What follows belongs to an exercise in optimizing a design on an open flow for small area, a short achievable clock period and few clock cycles; a production flow would make more cautious choices.
In this exercise RTL edits were held to simulation tests only and were not proved equivalent to the original.
Power and IR drop assume default switching activity.

[run.sh]
#!/bin/bash
# synth_recipe.tcl (not shown) runs the flow's synth.tcl, then flattens the netlist and writes it again
# the make line also repeats each setting of config.mk as NAME=value (left out here)
make -C /OpenROAD-flow-scripts/flow DESIGN_CONFIG=/design/flow/config.mk WORK_HOME=/design/flow/orfs CLKGATE_MAP_FILE= SYNTH_SCRIPT=/design/flow/synth_recipe.tcl finish
[constraint.sdc]
create_clock -name core_clock -period 8.0 [get_ports {dca_port_11}]
set_input_delay 1.6000 -clock core_clock [delete_from_list [all_inputs] [get_ports {dca_port_11}]]
set_output_delay 1.6000 -clock core_clock [all_outputs]
set_load 0.01 [all_outputs]
[config.mk]
export PLATFORM = sky130hd
export DESIGN_NAME = matrix_mac_top
export DESIGN_NICKNAME = matrix_mac_top
export VERILOG_FILES = /design/flow/design.v
export SDC_FILE = /design/flow/constraint.sdc
export NUM_CORES = 4
export LEC_CHECK = 0
export CAP_MARGIN = 20
export CORE_MARGIN = 2
export CORE_UTILIZATION = 40
export SLEW_MARGIN = 20
[design.v]
`timescale 1ns/1ns
package mac_pkg;
  typedef enum logic [1:0] {
    OP_ADD   = 2'd0,
    OP_SUB   = 2'd1,
    OP_EWMUL = 2'd2,
    OP_OUTER = 2'd3
  } op_e;
  localparam int STEP_W = 4;
endpackage
`timescale 1ns/1ns
module mac_inst_reg
#(
  parameter int MATRIX_DIM = 4
)
(
  input  logic                                 dca_port_11,
  input  logic                                 dca_port_17,
  input  logic                                 i_load,
  input  logic [1:0]                           i_opcode,
  input  logic                                 i_init_acc,
  input  logic [MATRIX_DIM-1:0]                i_row_mask,
  input  logic [MATRIX_DIM-1:0]                i_col_mask,
  output logic [1:0]                           o_inst_opcode,
  output logic                                 o_inst_init_acc,
  output logic [MATRIX_DIM*MATRIX_DIM-1:0]     o_inst_elem_en
);
  localparam int NUM_ELEM = MATRIX_DIM * MATRIX_DIM;
  logic [NUM_ELEM-1:0] elem_en_nxt;
  always_comb
  begin
    for (int r = 0; r < MATRIX_DIM; r++)
      for (int c = 0; c < MATRIX_DIM; c++)
        elem_en_nxt[r*MATRIX_DIM + c] = i_row_mask[r] & i_col_mask[c];
  end
  always_ff @(posedge dca_port_11 or negedge dca_port_17)
  begin
    if (!dca_port_17)
    begin
      o_inst_opcode   <= mac_pkg::OP_ADD;
      o_inst_init_acc <= 1'b0;
      o_inst_elem_en  <= '0;
    end
    else if (i_load)
    begin
      o_inst_opcode   <= i_opcode;
      o_inst_init_acc <= i_init_acc;
      o_inst_elem_en  <= elem_en_nxt;
    end
  end
endmodule
`timescale 1ns/1ns
module mac_seq
(
  input  logic                       dca_port_11,
  input  logic                       dca_port_17,
  input  logic                       i_start,
  input  logic                       i_clear,
  input  logic [1:0]                 i_opcode,
  input  logic [mac_pkg::STEP_W-1:0] i_steps,
  output logic                       o_run,
  output logic                       o_first,
  output logic                       o_done
);
  logic [mac_pkg::STEP_W-1:0] remain;
  logic [mac_pkg::STEP_W-1:0] remain_nxt;
  always_comb
  begin
    remain_nxt = i_steps - 1'b1;
    if ((i_opcode != mac_pkg::OP_OUTER) || (i_steps == '0))
      remain_nxt = '0;
  end
  always_ff @(posedge dca_port_11 or negedge dca_port_17)
  begin
    if (!dca_port_17)
    begin
      o_run   <= 1'b0;
      o_first <= 1'b0;
      o_done  <= 1'b0;
      remain  <= '0;
    end
    else if (!o_run)
    begin
      o_done <= 1'b0;
      if (i_start && !i_clear)
      begin
        o_run   <= 1'b1;
        o_first <= 1'b1;
        remain  <= remain_nxt;
      end
    end
    else
    begin
      o_first <= 1'b0;
      remain  <= remain - 1'b1;
      if (i_clear || (remain == '0))
        o_run <= 1'b0;
      o_done <= !i_clear && (remain == '0);
    end
  end
endmodule
`timescale 1ns/1ns
module mac_lane
#(
  parameter int ELEM_W = 16
)
(
  input  logic              dca_port_11,
  input  logic              dca_port_17,
  input  logic              i_outer,
  input  logic              i_g_outer,
  input  logic              i_g_ewmul,
  input  logic              i_g_addsub,
  input  logic              i_keep,
  input  logic              i_sub,
  input  logic              i_cin,
  input  logic [ELEM_W-1:0] i_l_rc,
  input  logic [ELEM_W-1:0] i_r_rc,
  input  logic [ELEM_W-1:0] i_l_r0,
  input  logic [ELEM_W-1:0] i_r_0c,
  output logic [ELEM_W-1:0] o_val
);
  logic [ELEM_W-1:0] bank;
  logic [ELEM_W-1:0] op_a;
  logic [ELEM_W-1:0] op_b;
  logic [ELEM_W-1:0] op_c;
  logic [ELEM_W-1:0] row0;
  logic [ELEM_W-1:0] row1;
  logic [ELEM_W-1:0] nxt;
  logic pp1;
  logic pp2;
  logic pp3;
  logic pp4;
  logic pp5;
  logic pp6;
  logic pp7;
  logic pp8;
  logic pp9;
  logic pp10;
  logic pp11;
  logic pp12;
  logic pp13;
  logic pp14;
  logic pp15;
  logic pp16;
  logic pp17;
  logic pp18;
  logic pp19;
  logic pp20;
  logic pp21;
  logic pp22;
  logic pp23;
  logic pp24;
  logic pp25;
  logic pp26;
  logic pp27;
  logic pp28;
  logic pp29;
  logic pp30;
  logic pp31;
  logic pp32;
  logic pp33;
  logic pp34;
  logic pp35;
  logic pp36;
  logic pp37;
  logic pp38;
  logic pp39;
  logic pp40;
  logic pp41;
  logic pp42;
  logic pp43;
  logic pp44;
  logic pp45;
  logic pp46;
  logic pp47;
  logic pp48;
  logic pp49;
  logic pp50;
  logic pp51;
  logic pp52;
  logic pp53;
  logic pp54;
  logic pp55;
  logic pp56;
  logic pp57;
  logic pp58;
  logic pp59;
  logic pp60;
  logic pp61;
  logic pp62;
  logic pp63;
  logic pp64;
  logic pp65;
  logic pp66;
  logic pp67;
  logic pp68;
  logic pp69;
  logic pp70;
  logic pp71;
  logic pp72;
  logic pp73;
  logic pp74;
  logic pp75;
  logic pp76;
  logic pp77;
  logic pp78;
  logic pp79;
  logic pp80;
  logic pp81;
  logic pp82;
  logic pp83;
  logic pp84;
  logic pp85;
  logic pp86;
  logic pp87;
  logic pp88;
  logic pp89;
  logic pp90;
  logic pp91;
  logic pp92;
  logic pp93;
  logic pp94;
  logic pp95;
  logic pp96;
  logic pp97;
  logic pp98;
  logic pp99;
  logic pp100;
  logic pp101;
  logic pp102;
  logic pp103;
  logic pp104;
  logic pp105;
  logic pp106;
  logic pp107;
  logic pp108;
  logic pp109;
  logic pp110;
  logic pp111;
  logic pp112;
  logic pp113;
  logic pp114;
  logic pp115;
  logic pp116;
  logic pp117;
  logic pp118;
  logic pp119;
  logic pp120;
  logic pp121;
  logic pp122;
  logic pp123;
  logic pp124;
  logic pp125;
  logic pp126;
  logic pp127;
  logic pp128;
  logic pp129;
  logic pp130;
  logic pp131;
  logic pp132;
  logic pp133;
  logic pp134;
  logic pp135;
  logic pp136;
  logic s137;
  logic c138;
  logic s139;
  logic c140;
  logic s141;
  logic c142;
  logic s143;
  logic c144;
  logic s145;
  logic c146;
  logic s147;
  logic c148;
  logic s149;
  logic c150;
  logic s151;
  logic c152;
  logic s153;
  logic c154;
  logic s155;
  logic c156;
  logic s157;
  logic c158;
  logic s159;
  logic c160;
  logic s161;
  logic c162;
  logic s163;
  logic c164;
  logic s165;
  logic c166;
  logic s167;
  logic c168;
  logic s169;
  logic c170;
  logic s171;
  logic c172;
  logic s173;
  logic c174;
  logic s175;
  logic c176;
  logic s177;
  logic c178;
  logic s179;
  logic c180;
  logic s181;
  logic c182;
  logic s183;
  logic c184;
  logic s185;
  logic c186;
  logic s187;
  logic c188;
  logic s189;
  logic c190;
  logic s191;
  logic c192;
  logic s193;
  logic c194;
  logic s195;
  logic c196;
  logic s197;
  logic c198;
  logic s199;
  logic c200;
  logic s201;
  logic c202;
  logic s203;
  logic c204;
  logic s205;
  logic c206;
  logic s207;
  logic c208;
  logic s209;
  logic c210;
  logic s211;
  logic c212;
  logic s213;
  logic c214;
  logic s215;
  logic c216;
  logic s217;
  logic c218;
  logic s219;
  logic c220;
  logic s221;
  logic c222;
  logic s223;
  logic c224;
  logic s225;
  logic c226;
  logic s227;
  logic c228;
  logic s229;
  logic c230;
  logic s231;
  logic c232;
  logic s233;
  logic c234;
  logic s235;
  logic c236;
  logic s237;
  logic c238;
  logic s239;
  logic c240;
  logic s241;
  logic c242;
  logic s243;
  logic c244;
  logic s245;
  logic c246;
  logic s247;
  logic c248;
  logic s249;
  logic c250;
  logic s251;
  logic c252;
  logic s253;
  logic c254;
  logic s255;
  logic c256;
  logic s257;
  logic c258;
  logic s259;
  logic c260;
  logic s261;
  logic c262;
  logic s263;
  logic c264;
  logic s265;
  logic c266;
  logic s267;
  logic c268;
  logic s269;
  logic c270;
  logic s271;
  logic c272;
  logic s273;
  logic c274;
  logic s275;
  logic c276;
  logic s277;
  logic c278;
  logic s279;
  logic c280;
  logic s281;
  logic c282;
  logic s283;
  logic c284;
  logic s285;
  logic c286;
  logic s287;
  logic c288;
  logic s289;
  logic c290;
  logic s291;
  logic c292;
  logic s293;
  logic c294;
  logic s295;
  logic c296;
  logic s297;
  logic c298;
  logic s299;
  logic c300;
  logic s301;
  logic c302;
  logic s303;
  logic c304;
  logic s305;
  logic c306;
  logic s307;
  logic c308;
  logic s309;
  logic c310;
  logic s311;
  logic c312;
  logic s313;
  logic c314;
  logic s315;
  logic c316;
  logic s317;
  logic c318;
  logic s319;
  logic c320;
  logic s321;
  logic c322;
  logic s323;
  logic c324;
  logic s325;
  logic c326;
  logic s327;
  logic c328;
  logic s329;
  logic c330;
  logic s331;
  logic c332;
  logic s333;
  logic c334;
  logic s335;
  logic c336;
  logic s337;
  logic c338;
  logic s339;
  logic c340;
  logic s341;
  logic c342;
  logic s343;
  logic c344;
  logic s345;
  logic c346;
  logic s347;
  logic c348;
  logic s349;
  logic c350;
  logic s351;
  logic c352;
  logic s353;
  logic c354;
  logic s355;
  logic c356;
  logic s357;
  logic c358;
  logic s359;
  logic c360;
  logic s361;
  logic c362;
  logic s363;
  logic c364;
  logic s365;
  logic c366;
  logic s367;
  logic c368;
  logic s369;
  logic c370;
  logic s371;
  logic c372;
  logic s373;
  logic c374;
  logic s375;
  logic c376;
  logic s377;
  logic c378;
  assign op_a = i_outer ? i_l_r0 : i_l_rc;
  assign op_b = (i_r_0c & {ELEM_W{i_g_outer}}) | (i_r_rc & {ELEM_W{i_g_ewmul}}) |
                {{(ELEM_W-1){1'b0}}, i_g_addsub};
  assign op_c = (bank & {ELEM_W{i_keep}}) | ((i_r_rc ^ {ELEM_W{i_sub}}) & {ELEM_W{i_g_addsub}});
  assign pp1 = op_a[0] & op_b[0];
  assign pp2 = op_a[1] & op_b[0];
  assign pp3 = op_a[2] & op_b[0];
  assign pp4 = op_a[3] & op_b[0];
  assign pp5 = op_a[4] & op_b[0];
  assign pp6 = op_a[5] & op_b[0];
  assign pp7 = op_a[6] & op_b[0];
  assign pp8 = op_a[7] & op_b[0];
  assign pp9 = op_a[8] & op_b[0];
  assign pp10 = op_a[9] & op_b[0];
  assign pp11 = op_a[10] & op_b[0];
  assign pp12 = op_a[11] & op_b[0];
  assign pp13 = op_a[12] & op_b[0];
  assign pp14 = op_a[13] & op_b[0];
  assign pp15 = op_a[14] & op_b[0];
  assign pp16 = op_a[15] & op_b[0];
  assign pp17 = op_a[0] & op_b[1];
  assign pp18 = op_a[1] & op_b[1];
  assign pp19 = op_a[2] & op_b[1];
  assign pp20 = op_a[3] & op_b[1];
  assign pp21 = op_a[4] & op_b[1];
  assign pp22 = op_a[5] & op_b[1];
  assign pp23 = op_a[6] & op_b[1];
  assign pp24 = op_a[7] & op_b[1];
  assign pp25 = op_a[8] & op_b[1];
  assign pp26 = op_a[9] & op_b[1];
  assign pp27 = op_a[10] & op_b[1];
  assign pp28 = op_a[11] & op_b[1];
  assign pp29 = op_a[12] & op_b[1];
  assign pp30 = op_a[13] & op_b[1];
  assign pp31 = op_a[14] & op_b[1];
  assign pp32 = op_a[0] & op_b[2];
  assign pp33 = op_a[1] & op_b[2];
  assign pp34 = op_a[2] & op_b[2];
  assign pp35 = op_a[3] & op_b[2];
  assign pp36 = op_a[4] & op_b[2];
  assign pp37 = op_a[5] & op_b[2];
  assign pp38 = op_a[6] & op_b[2];
  assign pp39 = op_a[7] & op_b[2];
  assign pp40 = op_a[8] & op_b[2];
  assign pp41 = op_a[9] & op_b[2];
  assign pp42 = op_a[10] & op_b[2];
  assign pp43 = op_a[11] & op_b[2];
  assign pp44 = op_a[12] & op_b[2];
  assign pp45 = op_a[13] & op_b[2];
  assign pp46 = op_a[0] & op_b[3];
  assign pp47 = op_a[1] & op_b[3];
  assign pp48 = op_a[2] & op_b[3];
  assign pp49 = op_a[3] & op_b[3];
  assign pp50 = op_a[4] & op_b[3];
  assign pp51 = op_a[5] & op_b[3];
  assign pp52 = op_a[6] & op_b[3];
  assign pp53 = op_a[7] & op_b[3];
  assign pp54 = op_a[8] & op_b[3];
  assign pp55 = op_a[9] & op_b[3];
  assign pp56 = op_a[10] & op_b[3];
  assign pp57 = op_a[11] & op_b[3];
  assign pp58 = op_a[12] & op_b[3];
  assign pp59 = op_a[0] & op_b[4];
  assign pp60 = op_a[1] & op_b[4];
  assign pp61 = op_a[2] & op_b[4];
  assign pp62 = op_a[3] & op_b[4];
  assign pp63 = op_a[4] & op_b[4];
  assign pp64 = op_a[5] & op_b[4];
  assign pp65 = op_a[6] & op_b[4];
  assign pp66 = op_a[7] & op_b[4];
  assign pp67 = op_a[8] & op_b[4];
  assign pp68 = op_a[9] & op_b[4];
  assign pp69 = op_a[10] & op_b[4];
  assign pp70 = op_a[11] & op_b[4];
  assign pp71 = op_a[0] & op_b[5];
  assign pp72 = op_a[1] & op_b[5];
  assign pp73 = op_a[2] & op_b[5];
  assign pp74 = op_a[3] & op_b[5];
  assign pp75 = op_a[4] & op_b[5];
  assign pp76 = op_a[5] & op_b[5];
  assign pp77 = op_a[6] & op_b[5];
  assign pp78 = op_a[7] & op_b[5];
  assign pp79 = op_a[8] & op_b[5];
  assign pp80 = op_a[9] & op_b[5];
  assign pp81 = op_a[10] & op_b[5];
  assign pp82 = op_a[0] & op_b[6];
  assign pp83 = op_a[1] & op_b[6];
  assign pp84 = op_a[2] & op_b[6];
  assign pp85 = op_a[3] & op_b[6];
  assign pp86 = op_a[4] & op_b[6];
  assign pp87 = op_a[5] & op_b[6];
  assign pp88 = op_a[6] & op_b[6];
  assign pp89 = op_a[7] & op_b[6];
  assign pp90 = op_a[8] & op_b[6];
  assign pp91 = op_a[9] & op_b[6];
  assign pp92 = op_a[0] & op_b[7];
  assign pp93 = op_a[1] & op_b[7];
  assign pp94 = op_a[2] & op_b[7];
  assign pp95 = op_a[3] & op_b[7];
  assign pp96 = op_a[4] & op_b[7];
  assign pp97 = op_a[5] & op_b[7];
  assign pp98 = op_a[6] & op_b[7];
  assign pp99 = op_a[7] & op_b[7];
  assign pp100 = op_a[8] & op_b[7];
  assign pp101 = op_a[0] & op_b[8];
  assign pp102 = op_a[1] & op_b[8];
  assign pp103 = op_a[2] & op_b[8];
  assign pp104 = op_a[3] & op_b[8];
  assign pp105 = op_a[4] & op_b[8];
  assign pp106 = op_a[5] & op_b[8];
  assign pp107 = op_a[6] & op_b[8];
  assign pp108 = op_a[7] & op_b[8];
  assign pp109 = op_a[0] & op_b[9];
  assign pp110 = op_a[1] & op_b[9];
  assign pp111 = op_a[2] & op_b[9];
  assign pp112 = op_a[3] & op_b[9];
  assign pp113 = op_a[4] & op_b[9];
  assign pp114 = op_a[5] & op_b[9];
  assign pp115 = op_a[6] & op_b[9];
  assign pp116 = op_a[0] & op_b[10];
  assign pp117 = op_a[1] & op_b[10];
  assign pp118 = op_a[2] & op_b[10];
  assign pp119 = op_a[3] & op_b[10];
  assign pp120 = op_a[4] & op_b[10];
  assign pp121 = op_a[5] & op_b[10];
  assign pp122 = op_a[0] & op_b[11];
  assign pp123 = op_a[1] & op_b[11];
  assign pp124 = op_a[2] & op_b[11];
  assign pp125 = op_a[3] & op_b[11];
  assign pp126 = op_a[4] & op_b[11];
  assign pp127 = op_a[0] & op_b[12];
  assign pp128 = op_a[1] & op_b[12];
  assign pp129 = op_a[2] & op_b[12];
  assign pp130 = op_a[3] & op_b[12];
  assign pp131 = op_a[0] & op_b[13];
  assign pp132 = op_a[1] & op_b[13];
  assign pp133 = op_a[2] & op_b[13];
  assign pp134 = op_a[0] & op_b[14];
  assign pp135 = op_a[1] & op_b[14];
  assign pp136 = op_a[0] & op_b[15];
  assign s137 = pp13 ^ pp28;
  assign c138 = pp13 & pp28;
  assign s139 = pp14 ^ pp29 ^ pp43;
  assign c140 = (pp14 & pp29) | (pp14 & pp43) | (pp29 & pp43);
  assign s141 = pp56 ^ pp68;
  assign c142 = pp56 & pp68;
  assign s143 = pp15 ^ pp30 ^ pp44;
  assign c144 = (pp15 & pp30) | (pp15 & pp44) | (pp30 & pp44);
  assign s145 = pp57 ^ pp69 ^ pp80;
  assign c146 = (pp57 & pp69) | (pp57 & pp80) | (pp69 & pp80);
  assign s147 = pp90 ^ pp99;
  assign c148 = pp90 & pp99;
  assign s149 = pp16 ^ pp31 ^ pp45;
  assign c150 = (pp16 & pp31) | (pp16 & pp45) | (pp31 & pp45);
  assign s151 = pp58 ^ pp70 ^ pp81;
  assign c152 = (pp58 & pp70) | (pp58 & pp81) | (pp70 & pp81);
  assign s153 = pp91 ^ pp100 ^ pp108;
  assign c154 = (pp91 & pp100) | (pp91 & pp108) | (pp100 & pp108);
  assign s155 = pp115 ^ pp121;
  assign c156 = pp115 & pp121;
  assign s157 = pp9 ^ pp24;
  assign c158 = pp9 & pp24;
  assign s159 = pp10 ^ pp25 ^ pp39;
  assign c160 = (pp10 & pp25) | (pp10 & pp39) | (pp25 & pp39);
  assign s161 = pp52 ^ pp64;
  assign c162 = pp52 & pp64;
  assign s163 = pp11 ^ pp26 ^ pp40;
  assign c164 = (pp11 & pp26) | (pp11 & pp40) | (pp26 & pp40);
  assign s165 = pp53 ^ pp65 ^ pp76;
  assign c166 = (pp53 & pp65) | (pp53 & pp76) | (pp65 & pp76);
  assign s167 = pp86 ^ pp95;
  assign c168 = pp86 & pp95;
  assign s169 = pp12 ^ pp27 ^ pp41;
  assign c170 = (pp12 & pp27) | (pp12 & pp41) | (pp27 & pp41);
  assign s171 = pp54 ^ pp66 ^ pp77;
  assign c172 = (pp54 & pp66) | (pp54 & pp77) | (pp66 & pp77);
  assign s173 = pp87 ^ pp96 ^ pp104;
  assign c174 = (pp87 & pp96) | (pp87 & pp104) | (pp96 & pp104);
  assign s175 = pp111 ^ pp117;
  assign c176 = pp111 & pp117;
  assign s177 = pp42 ^ pp55 ^ pp67;
  assign c178 = (pp42 & pp55) | (pp42 & pp67) | (pp55 & pp67);
  assign s179 = pp78 ^ pp88 ^ pp97;
  assign c180 = (pp78 & pp88) | (pp78 & pp97) | (pp88 & pp97);
  assign s181 = pp105 ^ pp112 ^ pp118;
  assign c182 = (pp105 & pp112) | (pp105 & pp118) | (pp112 & pp118);
  assign s183 = pp123 ^ pp127 ^ op_c[12];
  assign c184 = (pp123 & pp127) | (pp123 & op_c[12]) | (pp127 & op_c[12]);
  assign s185 = pp79 ^ pp89 ^ pp98;
  assign c186 = (pp79 & pp89) | (pp79 & pp98) | (pp89 & pp98);
  assign s187 = pp106 ^ pp113 ^ pp119;
  assign c188 = (pp106 & pp113) | (pp106 & pp119) | (pp113 & pp119);
  assign s189 = pp124 ^ pp128 ^ pp131;
  assign c190 = (pp124 & pp128) | (pp124 & pp131) | (pp128 & pp131);
  assign s191 = op_c[13] ^ s139 ^ s141;
  assign c192 = (op_c[13] & s139) | (op_c[13] & s141) | (s139 & s141);
  assign s193 = pp107 ^ pp114 ^ pp120;
  assign c194 = (pp107 & pp114) | (pp107 & pp120) | (pp114 & pp120);
  assign s195 = pp125 ^ pp129 ^ pp132;
  assign c196 = (pp125 & pp129) | (pp125 & pp132) | (pp129 & pp132);
  assign s197 = pp134 ^ op_c[14] ^ s143;
  assign c198 = (pp134 & op_c[14]) | (pp134 & s143) | (op_c[14] & s143);
  assign s199 = s145 ^ s147 ^ c140;
  assign c200 = (s145 & s147) | (s145 & c140) | (s147 & c140);
  assign s201 = pp126 ^ pp130 ^ pp133;
  assign c202 = (pp126 & pp130) | (pp126 & pp133) | (pp130 & pp133);
  assign s203 = pp135 ^ pp136 ^ op_c[15];
  assign c204 = (pp135 & pp136) | (pp135 & op_c[15]) | (pp136 & op_c[15]);
  assign s205 = s149 ^ s151 ^ s153;
  assign c206 = (s149 & s151) | (s149 & s153) | (s151 & s153);
  assign s207 = s155 ^ c144 ^ c146;
  assign c208 = (s155 & c144) | (s155 & c146) | (c144 & c146);
  assign s209 = pp6 ^ pp21;
  assign c210 = pp6 & pp21;
  assign s211 = pp7 ^ pp22 ^ pp36;
  assign c212 = (pp7 & pp22) | (pp7 & pp36) | (pp22 & pp36);
  assign s213 = pp49 ^ pp61;
  assign c214 = pp49 & pp61;
  assign s215 = pp8 ^ pp23 ^ pp37;
  assign c216 = (pp8 & pp23) | (pp8 & pp37) | (pp23 & pp37);
  assign s217 = pp50 ^ pp62 ^ pp73;
  assign c218 = (pp50 & pp62) | (pp50 & pp73) | (pp62 & pp73);
  assign s219 = pp83 ^ pp92;
  assign c220 = pp83 & pp92;
  assign s221 = pp38 ^ pp51 ^ pp63;
  assign c222 = (pp38 & pp51) | (pp38 & pp63) | (pp51 & pp63);
  assign s223 = pp74 ^ pp84 ^ pp93;
  assign c224 = (pp74 & pp84) | (pp74 & pp93) | (pp84 & pp93);
  assign s225 = pp101 ^ op_c[8] ^ s157;
  assign c226 = (pp101 & op_c[8]) | (pp101 & s157) | (op_c[8] & s157);
  assign s227 = pp75 ^ pp85 ^ pp94;
  assign c228 = (pp75 & pp85) | (pp75 & pp94) | (pp85 & pp94);
  assign s229 = pp102 ^ pp109 ^ op_c[9];
  assign c230 = (pp102 & pp109) | (pp102 & op_c[9]) | (pp109 & op_c[9]);
  assign s231 = s159 ^ s161 ^ c158;
  assign c232 = (s159 & s161) | (s159 & c158) | (s161 & c158);
  assign s233 = pp103 ^ pp110 ^ pp116;
  assign c234 = (pp103 & pp110) | (pp103 & pp116) | (pp110 & pp116);
  assign s235 = op_c[10] ^ s163 ^ s165;
  assign c236 = (op_c[10] & s163) | (op_c[10] & s165) | (s163 & s165);
  assign s237 = s167 ^ c160 ^ c162;
  assign c238 = (s167 & c160) | (s167 & c162) | (c160 & c162);
  assign s239 = pp122 ^ op_c[11] ^ s169;
  assign c240 = (pp122 & op_c[11]) | (pp122 & s169) | (op_c[11] & s169);
  assign s241 = s171 ^ s173 ^ s175;
  assign c242 = (s171 & s173) | (s171 & s175) | (s173 & s175);
  assign s243 = c164 ^ c166 ^ c168;
  assign c244 = (c164 & c166) | (c164 & c168) | (c166 & c168);
  assign s245 = s137 ^ s177 ^ s179;
  assign c246 = (s137 & s177) | (s137 & s179) | (s177 & s179);
  assign s247 = s181 ^ s183 ^ c170;
  assign c248 = (s181 & s183) | (s181 & c170) | (s183 & c170);
  assign s249 = c172 ^ c174 ^ c176;
  assign c250 = (c172 & c174) | (c172 & c176) | (c174 & c176);
  assign s251 = c138 ^ s185 ^ s187;
  assign c252 = (c138 & s185) | (c138 & s187) | (s185 & s187);
  assign s253 = s189 ^ s191 ^ c178;
  assign c254 = (s189 & s191) | (s189 & c178) | (s191 & c178);
  assign s255 = c180 ^ c182 ^ c184;
  assign c256 = (c180 & c182) | (c180 & c184) | (c182 & c184);
  assign s257 = c142 ^ s193 ^ s195;
  assign c258 = (c142 & s193) | (c142 & s195) | (s193 & s195);
  assign s259 = s197 ^ s199 ^ c186;
  assign c260 = (s197 & s199) | (s197 & c186) | (s199 & c186);
  assign s261 = c188 ^ c190 ^ c192;
  assign c262 = (c188 & c190) | (c188 & c192) | (c190 & c192);
  assign s263 = c148 ^ s201 ^ s203;
  assign c264 = (c148 & s201) | (c148 & s203) | (s201 & s203);
  assign s265 = s205 ^ s207 ^ c194;
  assign c266 = (s205 & s207) | (s205 & c194) | (s207 & c194);
  assign s267 = c196 ^ c198 ^ c200;
  assign c268 = (c196 & c198) | (c196 & c200) | (c198 & c200);
  assign s269 = pp4 ^ pp19;
  assign c270 = pp4 & pp19;
  assign s271 = pp5 ^ pp20 ^ pp34;
  assign c272 = (pp5 & pp20) | (pp5 & pp34) | (pp20 & pp34);
  assign s273 = pp47 ^ pp59;
  assign c274 = pp47 & pp59;
  assign s275 = pp35 ^ pp48 ^ pp60;
  assign c276 = (pp35 & pp48) | (pp35 & pp60) | (pp48 & pp60);
  assign s277 = pp71 ^ op_c[5] ^ s209;
  assign c278 = (pp71 & op_c[5]) | (pp71 & s209) | (op_c[5] & s209);
  assign s279 = pp72 ^ pp82 ^ op_c[6];
  assign c280 = (pp72 & pp82) | (pp72 & op_c[6]) | (pp82 & op_c[6]);
  assign s281 = s211 ^ s213 ^ c210;
  assign c282 = (s211 & s213) | (s211 & c210) | (s213 & c210);
  assign s283 = op_c[7] ^ s215 ^ s217;
  assign c284 = (op_c[7] & s215) | (op_c[7] & s217) | (s215 & s217);
  assign s285 = s219 ^ c212 ^ c214;
  assign c286 = (s219 & c212) | (s219 & c214) | (c212 & c214);
  assign s287 = s221 ^ s223 ^ s225;
  assign c288 = (s221 & s223) | (s221 & s225) | (s223 & s225);
  assign s289 = c216 ^ c218 ^ c220;
  assign c290 = (c216 & c218) | (c216 & c220) | (c218 & c220);
  assign s291 = s227 ^ s229 ^ s231;
  assign c292 = (s227 & s229) | (s227 & s231) | (s229 & s231);
  assign s293 = c222 ^ c224 ^ c226;
  assign c294 = (c222 & c224) | (c222 & c226) | (c224 & c226);
  assign s295 = s233 ^ s235 ^ s237;
  assign c296 = (s233 & s235) | (s233 & s237) | (s235 & s237);
  assign s297 = c228 ^ c230 ^ c232;
  assign c298 = (c228 & c230) | (c228 & c232) | (c230 & c232);
  assign s299 = s239 ^ s241 ^ s243;
  assign c300 = (s239 & s241) | (s239 & s243) | (s241 & s243);
  assign s301 = c234 ^ c236 ^ c238;
  assign c302 = (c234 & c236) | (c234 & c238) | (c236 & c238);
  assign s303 = s245 ^ s247 ^ s249;
  assign c304 = (s245 & s247) | (s245 & s249) | (s247 & s249);
  assign s305 = c240 ^ c242 ^ c244;
  assign c306 = (c240 & c242) | (c240 & c244) | (c242 & c244);
  assign s307 = s251 ^ s253 ^ s255;
  assign c308 = (s251 & s253) | (s251 & s255) | (s253 & s255);
  assign s309 = c246 ^ c248 ^ c250;
  assign c310 = (c246 & c248) | (c246 & c250) | (c248 & c250);
  assign s311 = s257 ^ s259 ^ s261;
  assign c312 = (s257 & s259) | (s257 & s261) | (s259 & s261);
  assign s313 = c252 ^ c254 ^ c256;
  assign c314 = (c252 & c254) | (c252 & c256) | (c254 & c256);
  assign s315 = s263 ^ s265 ^ s267;
  assign c316 = (s263 & s265) | (s263 & s267) | (s265 & s267);
  assign s317 = c258 ^ c260 ^ c262;
  assign c318 = (c258 & c260) | (c258 & c262) | (c260 & c262);
  assign s319 = pp3 ^ pp18;
  assign c320 = pp3 & pp18;
  assign s321 = pp33 ^ pp46 ^ op_c[3];
  assign c322 = (pp33 & pp46) | (pp33 & op_c[3]) | (pp46 & op_c[3]);
  assign s323 = op_c[4] ^ s271 ^ s273;
  assign c324 = (op_c[4] & s271) | (op_c[4] & s273) | (s271 & s273);
  assign s325 = s275 ^ s277 ^ c272;
  assign c326 = (s275 & s277) | (s275 & c272) | (s277 & c272);
  assign s327 = s279 ^ s281 ^ c276;
  assign c328 = (s279 & s281) | (s279 & c276) | (s281 & c276);
  assign s329 = s283 ^ s285 ^ c280;
  assign c330 = (s283 & s285) | (s283 & c280) | (s285 & c280);
  assign s331 = s287 ^ s289 ^ c284;
  assign c332 = (s287 & s289) | (s287 & c284) | (s289 & c284);
  assign s333 = s291 ^ s293 ^ c288;
  assign c334 = (s291 & s293) | (s291 & c288) | (s293 & c288);
  assign s335 = s295 ^ s297 ^ c292;
  assign c336 = (s295 & s297) | (s295 & c292) | (s297 & c292);
  assign s337 = s299 ^ s301 ^ c296;
  assign c338 = (s299 & s301) | (s299 & c296) | (s301 & c296);
  assign s339 = s303 ^ s305 ^ c300;
  assign c340 = (s303 & s305) | (s303 & c300) | (s305 & c300);
  assign s341 = s307 ^ s309 ^ c304;
  assign c342 = (s307 & s309) | (s307 & c304) | (s309 & c304);
  assign s343 = s311 ^ s313 ^ c308;
  assign c344 = (s311 & s313) | (s311 & c308) | (s313 & c308);
  assign s345 = s315 ^ s317 ^ c312;
  assign c346 = (s315 & s317) | (s315 & c312) | (s317 & c312);
  assign s347 = pp1 ^ op_c[0];
  assign c348 = pp1 & op_c[0];
  assign s349 = pp2 ^ pp17 ^ op_c[1];
  assign c350 = (pp2 & pp17) | (pp2 & op_c[1]) | (pp17 & op_c[1]);
  assign s351 = pp32 ^ op_c[2] ^ s319;
  assign c352 = (pp32 & op_c[2]) | (pp32 & s319) | (op_c[2] & s319);
  assign s353 = s269 ^ s321 ^ c320;
  assign c354 = (s269 & s321) | (s269 & c320) | (s321 & c320);
  assign s355 = c270 ^ s323 ^ c322;
  assign c356 = (c270 & s323) | (c270 & c322) | (s323 & c322);
  assign s357 = c274 ^ s325 ^ c324;
  assign c358 = (c274 & s325) | (c274 & c324) | (s325 & c324);
  assign s359 = c278 ^ s327 ^ c326;
  assign c360 = (c278 & s327) | (c278 & c326) | (s327 & c326);
  assign s361 = c282 ^ s329 ^ c328;
  assign c362 = (c282 & s329) | (c282 & c328) | (s329 & c328);
  assign s363 = c286 ^ s331 ^ c330;
  assign c364 = (c286 & s331) | (c286 & c330) | (s331 & c330);
  assign s365 = c290 ^ s333 ^ c332;
  assign c366 = (c290 & s333) | (c290 & c332) | (s333 & c332);
  assign s367 = c294 ^ s335 ^ c334;
  assign c368 = (c294 & s335) | (c294 & c334) | (s335 & c334);
  assign s369 = c298 ^ s337 ^ c336;
  assign c370 = (c298 & s337) | (c298 & c336) | (s337 & c336);
  assign s371 = c302 ^ s339 ^ c338;
  assign c372 = (c302 & s339) | (c302 & c338) | (s339 & c338);
  assign s373 = c306 ^ s341 ^ c340;
  assign c374 = (c306 & s341) | (c306 & c340) | (s341 & c340);
  assign s375 = c310 ^ s343 ^ c342;
  assign c376 = (c310 & s343) | (c310 & c342) | (s343 & c342);
  assign s377 = c314 ^ s345 ^ c344;
  assign c378 = (c314 & s345) | (c314 & c344) | (s345 & c344);
  assign row0 = {s377, s375, s373, s371, s369, s367, s365, s363, s361, s359, s357, s355, s353, s351, s349, i_cin};
  assign row1 = {c376, c374, c372, c370, c368, c366, c364, c362, c360, c358, c356, c354, c352, c350, c348, s347};
  assign nxt  = row0 + row1;
  always_ff @(posedge dca_port_11 or negedge dca_port_17)
  begin
    if (!dca_port_17)
      bank <= '0;
    else
      bank <= nxt;
  end
  assign o_val = bank;
endmodule
`timescale 1ns/1ns
module mac_datapath
#(
  parameter int MATRIX_DIM = 4,
  parameter int ELEM_W     = 16
)
(
  input  logic                                    dca_port_11,
  input  logic                                    dca_port_17,
  input  logic                                    i_run,
  input  logic [MATRIX_DIM*MATRIX_DIM-1:0]        i_elem_en,
  input  logic [1:0]                              i_op,
  input  logic                                    i_acc,
  input  logic [MATRIX_DIM*MATRIX_DIM*ELEM_W-1:0] i_lhs,
  input  logic [MATRIX_DIM*MATRIX_DIM*ELEM_W-1:0] i_rhs,
  output logic [MATRIX_DIM*MATRIX_DIM*ELEM_W-1:0] o_result
);
  logic outer;
  logic ewmul;
  logic addsub;
  logic sub;
  assign outer  = (i_op == mac_pkg::OP_OUTER);
  assign ewmul  = (i_op == mac_pkg::OP_EWMUL);
  assign addsub = (i_op == mac_pkg::OP_ADD) || (i_op == mac_pkg::OP_SUB);
  assign sub    = (i_op == mac_pkg::OP_SUB);
  for (genvar r = 0; r < MATRIX_DIM; r++)
  begin : g_row
    for (genvar c = 0; c < MATRIX_DIM; c++)
    begin : g_col
      localparam int IDX = r*MATRIX_DIM + c;
      logic we;
      assign we = i_run & i_elem_en[IDX];
      mac_lane #(.ELEM_W(ELEM_W)) mac_lane_i
      (
        .dca_port_11 (dca_port_11),
        .dca_port_17 (dca_port_17),
        .i_outer     (outer),
        .i_g_outer   (we & outer),
        .i_g_ewmul   (we & ewmul),
        .i_g_addsub  (we & addsub),
        .i_keep      (!we || (outer && i_acc)),
        .i_sub       (sub),
        .i_cin       (we & sub),
        .i_l_rc      (i_lhs[IDX*ELEM_W +: ELEM_W]),
        .i_r_rc      (i_rhs[IDX*ELEM_W +: ELEM_W]),
        .i_l_r0      (i_lhs[(r*MATRIX_DIM)*ELEM_W +: ELEM_W]),
        .i_r_0c      (i_rhs[c*ELEM_W +: ELEM_W]),
        .o_val       (o_result[IDX*ELEM_W +: ELEM_W])
      );
    end
  end
endmodule
`timescale 1ns/1ns
`timescale 1ns/1ns
module matrix_mac_top
#(
  parameter int MATRIX_DIM = 4,
  parameter int ELEM_W     = 16
)
(
  input  logic                                    dca_port_11,
  input  logic                                    dca_port_17,
  input  logic                                    i_start,
  input  logic                                    i_clear,
  input  logic [1:0]                              i_opcode,
  input  logic                                    i_init_acc,
  input  logic [MATRIX_DIM-1:0]                   i_row_mask,
  input  logic [MATRIX_DIM-1:0]                   i_col_mask,
  input  logic [mac_pkg::STEP_W-1:0]              i_steps,
  input  logic [MATRIX_DIM*MATRIX_DIM*ELEM_W-1:0] i_lhs,
  input  logic [MATRIX_DIM*MATRIX_DIM*ELEM_W-1:0] i_rhs,
  output logic                                    o_busy,
  output logic                                    o_step_req,
  output logic                                    o_done,
  output logic [MATRIX_DIM*MATRIX_DIM*ELEM_W-1:0] o_result
);
  logic                             run;
  logic                             first;
  logic [1:0]                       inst_opcode;
  logic                             inst_init_acc;
  logic [MATRIX_DIM*MATRIX_DIM-1:0] inst_elem_en;
  mac_seq mac_seq_i
  (
    .dca_port_11 (dca_port_11),
    .dca_port_17 (dca_port_17),
    .i_start     (i_start),
    .i_clear     (i_clear),
    .i_opcode    (i_opcode),
    .i_steps     (i_steps),
    .o_run       (run),
    .o_first     (first),
    .o_done      (o_done)
  );
  mac_inst_reg #(.MATRIX_DIM(MATRIX_DIM)) mac_inst_reg_i
  (
    .dca_port_11     (dca_port_11),
    .dca_port_17     (dca_port_17),
    .i_load          (!run),
    .i_opcode        (i_opcode),
    .i_init_acc      (i_init_acc),
    .i_row_mask      (i_row_mask),
    .i_col_mask      (i_col_mask),
    .o_inst_opcode   (inst_opcode),
    .o_inst_init_acc (inst_init_acc),
    .o_inst_elem_en  (inst_elem_en)
  );
  mac_datapath #(.MATRIX_DIM(MATRIX_DIM), .ELEM_W(ELEM_W)) mac_datapath_i
  (
    .dca_port_11 (dca_port_11),
    .dca_port_17 (dca_port_17),
    .i_run       (run),
    .i_elem_en   (inst_elem_en),
    .i_op        (inst_opcode),
    .i_acc       (!(first && inst_init_acc)),
    .i_lhs       (i_lhs),
    .i_rhs       (i_rhs),
    .o_result    (o_result)
  );
  assign o_busy     = run;
  assign o_step_req = run;
endmodule
==> results of run 1 <==
[worst reg2reg max path: cells and delay by family, from the launching register on]
kind                       cells  cell delay [ns]
xor gates and xnor gates       8             1.59
adders and majority gates      6             2.96
buffers and inverters          1             0.05
DFF                            1             0.87
and+or+nand+nor                3             1.51
[logic make-up (layout without fill, tap and decap cells)]
group                    count (synthesis)  after routing
adder cells (fa/ha/maj)               1954           1954
buffers and inverters                 1586           2736
XOR/XNOR                               924            924
flip-flops                             282            282
multiplexers                            15             15
AND/OR/NAND/NOR                       2976           2976
AO/OA/AOI/OAI                         1267           1267
other                                    0             75
[power groups by stage]
stage	combinational (mW)	sequential [mW]	clock (mW)
CTS	13.2	2.86	2.69
global route	14.4	2.91	2.72
global placement	12.9	2.89	0
finish	13.2	2.88	2.63
floorplan	7.71	2.77	0
detailed placement	13.1	2.87	0
[layout by cell type (no fill, tap or decap), types with 154 or more instances in the layout]
cell             instances
a21o_1                 154
a21oi_1                340
and2_1                 288
buf_4                  604
clkdlybuf4s50_1        788
dfrtp_1                279
fa_1                  1488
ha_1                   466
inv_1                 1225
nand2_1                909
nand2b_1               195
nand3_1                163
nor2_1                 905
nor2b_1                160
xnor2_1                513
xor2_1                 384
[how the worst min path moves through the flow]
stage                                     from                              end  slack [ns]  cells after the start
2_1_floorplan  mac_seq_i.remain[1]$_DFFE_PN0P_  mac_seq_i.remain[1]$_DFFE_PN0P_        0.48                      2
3_5_place_dp   mac_seq_i.remain[1]$_DFFE_PN0P_  mac_seq_i.remain[1]$_DFFE_PN0P_        0.52                      2
5_1_grt          mac_seq_i.o_first$_DFFE_PN0P_    mac_seq_i.o_first$_DFFE_PN0P_        0.56                      2
4_1_cts        mac_seq_i.remain[1]$_DFFE_PN0P_  mac_seq_i.remain[1]$_DFFE_PN0P_        0.53                      2
6_report       mac_seq_i.remain[1]$_DFFE_PN0P_  mac_seq_i.remain[1]$_DFFE_PN0P_        0.54                      2
3_3_place_gp     mac_seq_i.o_first$_DFFE_PN0P_    mac_seq_i.o_first$_DFFE_PN0P_        0.51                      2
[metal layers]
metal  wire length, um  part of all wire (%)
met1            148000                    40
met2            168000                    45
met3             27400                   7.3
met4             29700                   8.0
met5                78                 0.021
[area by class of cell]
class | count | area (um^2) | share of cell area [%]
tap | 2656 | 3320 | 3.44
clock buffer | 64 | 1410 | 1.45
multi-input combinational | 7136 | 66700 | 69.0
timing repair buffer | 1418 | 12900 | 13.4
clock inverter | 28 | 447 | 0.462
inverter | 1226 | 4600 | 4.76
sequential | 282 | 7070 | 7.31
antenna | 75 | 188 | 0.194
[synthesized netlist by cell type (195+ instances only)]
| cell | count |
|---|---|
| inv_1 | 1225 |
| xor2_1 | 384 |
| a21oi_1 | 340 |
| nand2_1 | 909 |
| nand2b_1 | 195 |
| dfrtp_1 | 282 |
| fa_1 | 1488 |
| clkbuf_1 | 200 |
| nor2_1 | 905 |
| xnor2_1 | 513 |
| and2_1 | 288 |
| ha_1 | 466 |
[state kept, by name, summed over array words and instances, names as in the netlist]
| signal | cells |
|---|---|
| mac_datapath_i.g_row.g_col.mac_lane_i.bank | 256 |
| mac_seq_i.remain | 4 |
| mac_seq_i.o_done | 1 |
| mac_inst_reg_i.o_inst_init_acc | 1 |
| mac_inst_reg_i.o_inst_elem_en | 16 |
| mac_inst_reg_i.o_inst_opcode | 2 |
| mac_seq_i.o_run | 1 |
| mac_seq_i.o_first | 1 |
[metrics by stage]
stage	hold slack [ns]	worst slack (ns)	power [mW]
after global routing	0.558	0.471	20.0
after floorplan	0.485	0.965	10.5
after global placement	0.511	0.0487	15.8
after CTS	0.529	0.823	18.7
after detailed placement	0.518	0.0437	15.9
final	0.537	0.713	18.7
==> results.sh, run 1 <==
export IMPL_busiest_layer="met2"
export IMPL_clock_latency_ns=0.75
export IMPL_start_kind="primary input"
export IMPL_pwr_share_clk_pct=14.1
export IMPL_tightest_slew_ns=0.950
export IMPL_critical_path_required_ns=8.62
export IMPL_fin_crit_sh_pct=91.1
export IMPL_cts_sinks=282
export IMPL_clkTransAtPathRegs_ns=0.06
export IMPL_crit_type="in2reg"
export IMPL_crit_fanout=4
export IMPL_drt_first_pass_iters=8
export IMPL_first_iter_violations=6281
export IMPL_arrival_ns=7.91
export IMPL_htree_levels=2
export IMPL_rows=164
export IMPL_path_depth=21
export IMPL_hp_class="reg2reg"
export IMPL_grt_max_degree=99
export IMPL_routed_wl_mm=373
export IMPL_max_cap_viol_count=0
export IMPL_fin_nets=12598
export IMPL_final_util_pct=48.5
export IMPL_cpPeakStageDelay_ns=0.68
export IMPL_cts_resized=0
export IMPL_core_um2=199000
export IMPL_synth_distinct_cells=80
export IMPL_yosysWarnings=3
export IMPL_tns_ns=0
export IMPL_max_freq_mhz=137
export IMPL_synth_fa_ha_area_share_pct=44.4
export IMPL_critical_path_top_delay_family="adder cells"
export IMPL_hold_violations=0
export IMPL_seq_area_frac_synth_pct=8.80
export IMPL_placed_area_um2=94700
export IMPL_drt_vias_per_instance=5.50
export IMPL_start_util_pct=40.2
export IMPL_syn_area_per_cell_um2=8.91
export IMPL_reg2reg_slack_ns=0.94
export IMPL_hold_buffers=0
export IMPL_synth_top_area_cell="fa_1"
export IMPL_route_detailed_drc=0
export IMPL_grt_pass1_wl_mm=534
export IMPL_fin_cells=12885
export IMPL_cts_root_buf="clkbuf_16"
export IMPL_r2r_cells=18
export IMPL_drive_gt1_share_pct=8.78
export IMPL_synth_top_area_share_pct=37.2
export IMPL_die_height_um=452
export IMPL_io_buffer_count=789
export IMPL_ir_drop_mv=0.196
export IMPL_switching_share_pct=48.9
export IMPL_slew_headroom_pct=36.5
export IMPL_die_area_um2=204000
export IMPL_r2r_start="mac_seq_i.o_run$_DFF_PN0_"
export IMPL_synth_edf_count=0
export IMPL_grt_met1_usage_pct=46.4
export IMPL_ys_async_sr_fraction_pct=100
export IMPL_outcome="finished clean"
export IMPL_boundaryPins=790
export IMPL_synthSimpleGateAreaFrac_pct=17.4
export IMPL_die_x_um=452
export IMPL_yosys_top_cells_area="fa_1 (37%), dfrtp_1 (8.8%), ha_1 (7.3%)"
export IMPL_antenna_found_initial=92
export IMPL_cts_buffers_inserted=49
export IMPL_fin_area_um2=96700
export IMPL_place_inst=12718
export IMPL_synth_top_family_by_area="adder cells"
export IMPL_syn_nets=11489
export IMPL_grtUsageMet2_pct=56.1
export IMPL_clock_path_buffers=3
export IMPL_drv_slew=0
export IMPL_grt_usage_pct=36.5
export IMPL_grt_ovfl_total=0
export IMPL_p_int_mw=9.56
export IMPL_hpwl_mm=318
export IMPL_path_cells="clkdlybuf4s50_1, a21oi_1, buf_4, a21oi_1, buf_4, nand2_1, fa_1, fa_1, inv_1, fa_1, fa_1, fa_1, fa_1, xor2_1, xnor2_1, xnor2_1, xnor2_1, xnor2_1, xnor2_1, xnor3_1, xnor2_1"
export IMPL_nFillCells=19253
export IMPL_wl_per_cell_um=29.0
export IMPL_cp_end_kind="flop"
export IMPL_worst_path_max_delay_cell="clkdlybuf4s50_1"
export IMPL_via_count=70810
export IMPL_synth_compound_area_share_pct=10.7
export IMPL_clock_skew_ns=0.0440
export IMPL_grt_pass1_vias=74436
export IMPL_drtAntennaViolNets=0
export IMPL_setup_viol=0
export IMPL_p_leak_nw=45.4
export IMPL_ys_seq_elements=282
export IMPL_synth_area_mux_share_pct=0.195
export IMPL_rsz0062_at_grt="false"
export IMPL_syn_area_um2=80200
export IMPL_fin_crit_ns=7.29
export IMPL_area_growth_pct=20.6
export IMPL_synth_xor_area_share_pct=10.5
export IMPL_power_switching_mw=9.15
export IMPL_power_frac_seq_pct=15.4
export IMPL_cellPowerDensity_nw_per_um2=193
export IMPL_synth_main_ff_cell="dfrtp_1"
export IMPL_crit_buf_inv=4
export IMPL_combPwrFrac_pct=70.5
export IMPL_synthCells=9004
export IMPL_grtUsageMet3_pct=6.68
export IMPL_crit_path_start="i_rhs[0]"
export IMPL_cts_tree="yes"
export IMPL_post_cts_buffers=0
export IMPL_gp_congestion=1.05
Testbench counts, summed over its fixed seeds: cycles 7,501.
==> inputs of run 2 (changes only) <==
--- a/config.mk
+++ b/config.mk
@@ -6,6 +6,6 @@
 export NUM_CORES = 4
 export LEC_CHECK = 0
-export CAP_MARGIN = 20
+export CAP_MARGIN = 5
 export CORE_MARGIN = 2
-export CORE_UTILIZATION = 40
-export SLEW_MARGIN = 20
+export CORE_UTILIZATION = 65
+export SLEW_MARGIN = 5
==> results.sh, run 2 <==
export IMPL_clkTransAtPathRegs_ns=0.06
export IMPL_drv_slew=0
export IMPL_grt_pass1_wl_mm=510
export IMPL_post_cts_buffers=0
export IMPL_cts_tree="yes"
export IMPL_max_cap_viol_count=0
export IMPL_seq_area_frac_synth_pct=8.80
export IMPL_die_x_um=355
export IMPL_regArea_um2=7070
export IMPL_yosysWarnings=3
export IMPL_fin_crit_ns=7.46
export IMPL_cts_sinks=282
export IMPL_drt_vias_per_instance=6.55
export IMPL_grt_max_degree=107
export IMPL_crit_type="in2reg"
export IMPL_yosys_top_cells_count="fa_1 (1,488), inv_1 (1,225), nand2_1 (909), nor2_1 (905), xnor2_1 (513)"
export IMPL_ys_seq_elements=282
export IMPL_wl_per_cell_um=29.7
export IMPL_synth_edf_count=0
export IMPL_top_register="mac_datapath_i.g_row.g_col.mac_lane_i.bank"
export IMPL_cp_end_kind="flop"
export IMPL_start_kind="primary input"
export IMPL_setup_ws_ns=0.542
export IMPL_die_area_um2=126000
export IMPL_start_util_pct=65.7
export IMPL_synth_most_common_cell="fa_1"
export IMPL_slew_headroom_pct=12.7
export IMPL_hp_class="reg2reg"
export IMPL_min_path_cells=2
export IMPL_max_freq_mhz=134
export IMPL_synth_top_area_share_pct=37.2
export IMPL_antenna_found_initial=84
export IMPL_hold_buffers=0
export IMPL_ys_async_sr_fraction_pct=100
export IMPL_cts_buffers_inserted=44
export IMPL_reg_top3="mac_datapath_i.g_row.g_col.mac_lane_i.bank: 256 flops, mac_inst_reg_i.o_inst_elem_en: 16 flops, mac_seq_i.remain: 4 flops"
export IMPL_core_um2=122000
export IMPL_clock_path_buffers=3
export IMPL_htree_levels=2
export IMPL_r2r_cells=17
export IMPL_grt_ovfl_total=0
export IMPL_synth_main_ff_cell="dfrtp_1"
export IMPL_outcome="finished clean"
export IMPL_gp_congestion=1.13
export IMPL_routed_wl_mm=346
export IMPL_fin_nets=12440
export IMPL_fin_crit_sh_pct=93.2
export IMPL_nFillCells=8424
export IMPL_drive_gt1_share_pct=7.25
export IMPL_grt_usage_pct=55.4
export IMPL_p_leak_nw=44.4
export IMPL_rows=128
export IMPL_cts_resized=0
export IMPL_grt_pass1_vias=80337
export IMPL_clock_skew_ns=0.0349
export IMPL_die_height_um=355
export IMPL_synth_top_area_cell="fa_1"
export IMPL_syn_nets=11489
export IMPL_cellPowerDensity_nw_per_um2=195
export IMPL_syn_area_um2=80200
export IMPL_largest_reg_flops=256
export IMPL_critical_path_required_ns=8.55
export IMPL_drtAntennaViolNets=0
export IMPL_hold_violations=0
export IMPL_io_buffer_count=789
export IMPL_multi_input_area_um2=66700
export IMPL_syn_area_per_cell_um2=8.91
export IMPL_final_common_cell="fa_1"
export IMPL_tns_ns=0
export IMPL_yosys_top_cells_area="fa_1 (37%), dfrtp_1 (8.8%), ha_1 (7.3%)"
export IMPL_synth_distinct_cells=80
export IMPL_final_cell_mix="fa_1 (1,488), inv_1 (1,225), nand2_1 (909), nor2_1 (904), clkdlybuf4s50_1 (788)"
export IMPL_pre_cts_slack_ns=0.144
export IMPL_rsz0062_at_grt="false"
export IMPL_route_detailed_drc=0
export IMPL_setup_viol=0
export IMPL_drt_first_pass_iters=10
export IMPL_ir_drop_mv=0.325
export IMPL_boundaryPins=790
export IMPL_clock_latency_ns=0.69
export IMPL_hpwl_mm=283
export IMPL_cts_root_buf="clkbuf_16"
export IMPL_crit_fanout=7
export IMPL_area_growth_pct=16.8
export IMPL_arrival_ns=8.01
export IMPL_first_iter_violations=10734
export IMPL_synthCells=9004
export IMPL_tightest_slew_ns=1.30
export IMPL_via_count=76461
run 2: metrics by stage:
stage	area [um^2]	hold slack [ns]	utilization (%)	power, mW	instances
final	93700	0.526	76.8	18.2	11677
after global routing	93600	0.568	76.7	19.1	11658
after CTS	93500	0.528	76.6	17.7	11613
after detailed placement	92100	0.515	75.4	15.4	11534
after global placement	92100	0.508	75.4	14.9	11534
after floorplan	80200	0.485	-	10.5	9004
run 2: critical path: stages:
cell and delay [ns]:
clkdlybuf4s50_1 0.90, and3_1 0.66, a21oi_1 0.17, nor2_1 0.17
fa_1 0.44, inv_1 0.09, fa_1 0.41, inv_1 0.09
fa_1 0.46, fa_1 0.62, fa_1 0.45, ha_1 0.25
or3_1 0.39, o22ai_1 0.38, o21ai_0 0.28, a31oi_1 0.34
xnor3_1 0.28
run 2: cell families (layout without fill, tap and decap cells):
group | after synthesis | after routing | share of synthesized area [%]
XOR/XNOR | 924 | 924 | 10.5
multiplexers | 15 | 15 | 0.195
adder cells (fa/ha/maj) | 1954 | 1954 | 44.4
other | 0 | 64 | 0
buffers and inverters | 1586 | 2570 | 7.98
flip-flops | 282 | 282 | 8.80
AND/OR/NAND/NOR | 2976 | 2976 | 17.4
AO/OA/AOI/OAI | 1267 | 1267 | 10.7
run 2: where the power goes:
part / leakage (nW) / internal [mW] / total (mW) / switching, mW
sequential: 3.36 / 2.12 / 2.85 / 0.732
combinational: 40.4 / 5.76 / 13.3 / 7.50
clock: 0.694 / 1.16 / 2.12 / 0.956
total: 44.4 / 9.04 / 18.2 / 9.19
run 2: final cells by class:
type	instances	area share (%)
repair buffers	1265	12.4
clock inverters	18	0.203
well taps	1625	2.17
clock buffers	61	1.34
flip-flops and latches	282	7.55
inverters	1226	4.91
multi-input cells	7136	71.3
diodes	64	0.171
run 2: worst paths after layout:
check | startpoint | to | slack (ns)
max | i_lhs[5] | flop | 0.54
min | mac_seq_i.o_first$_DFFE_PN0P_ | mac_seq_i.o_first$_DFFE_PN0P_ | 0.53
min reg2reg | mac_seq_i.o_first$_DFFE_PN0P_ | mac_seq_i.o_first$_DFFE_PN0P_ | 0.53
max reg2reg | mac_inst_reg_i.o_inst_opcode[0]$_DFFE_PN0N_ | flop | 0.71
max in group asynchronous | dca_port_17 | async pin | 5.83
min in group asynchronous | dca_port_17 | async pin | 0.86
run 2: routing by layer:
metal / vias to the layer above / wire length, um / part of all wire, % / global-route usage [%]
li1: 30292 / - / - / -
met1: 36907 / 109000 / 31 / 63.9
met2: 6996 / 140000 / 40 / 77.5
met3: 2214 / 59500 / 17 / 26.9
met4: 52 / 38000 / 11 / 46.1
met5: - / 464 / 0.13 / 0.566

separate check: timing with driven ports:
How much do the figures lean on ideal ports? The routed layouts below were timed once more, with nothing changed but the port constraints. Step 1 assumes that a clkbuf_16 drives the clock port and a buf_2 every other input. Step 2 moves the port delays by t, midway between the first and last clock arrival at a register: inputs arrive t later, outputs are due t later. That takes back most of the time a late clock gives input paths. Slacks: ideal ports / drivers / drivers and shift; pairs: ideal ports / drivers.
run | t, ns | setup WS [ns] | worst hold slack (ns) | worst register clock-pin slew, ns | worst data-port slew with drivers (ns)
run 1 | 0.817 | 0.713 / 0.763 / -0.053 | 0.537 / 0.537 / 0.537 | 0.08 / 0.08 | 0.24
run 2 | 0.752 | 0.542 / 0.603 / -0.149 | 0.526 / 0.526 / 0.526 | 0.07 / 0.07 | 0.23
Met with ideal ports but missed after step 2: setup timing in run 1 and run 2. For run 1, which loses most, drivers alone change the setup slack by +0.050 ns; drivers and shift together by -0.766 ns.
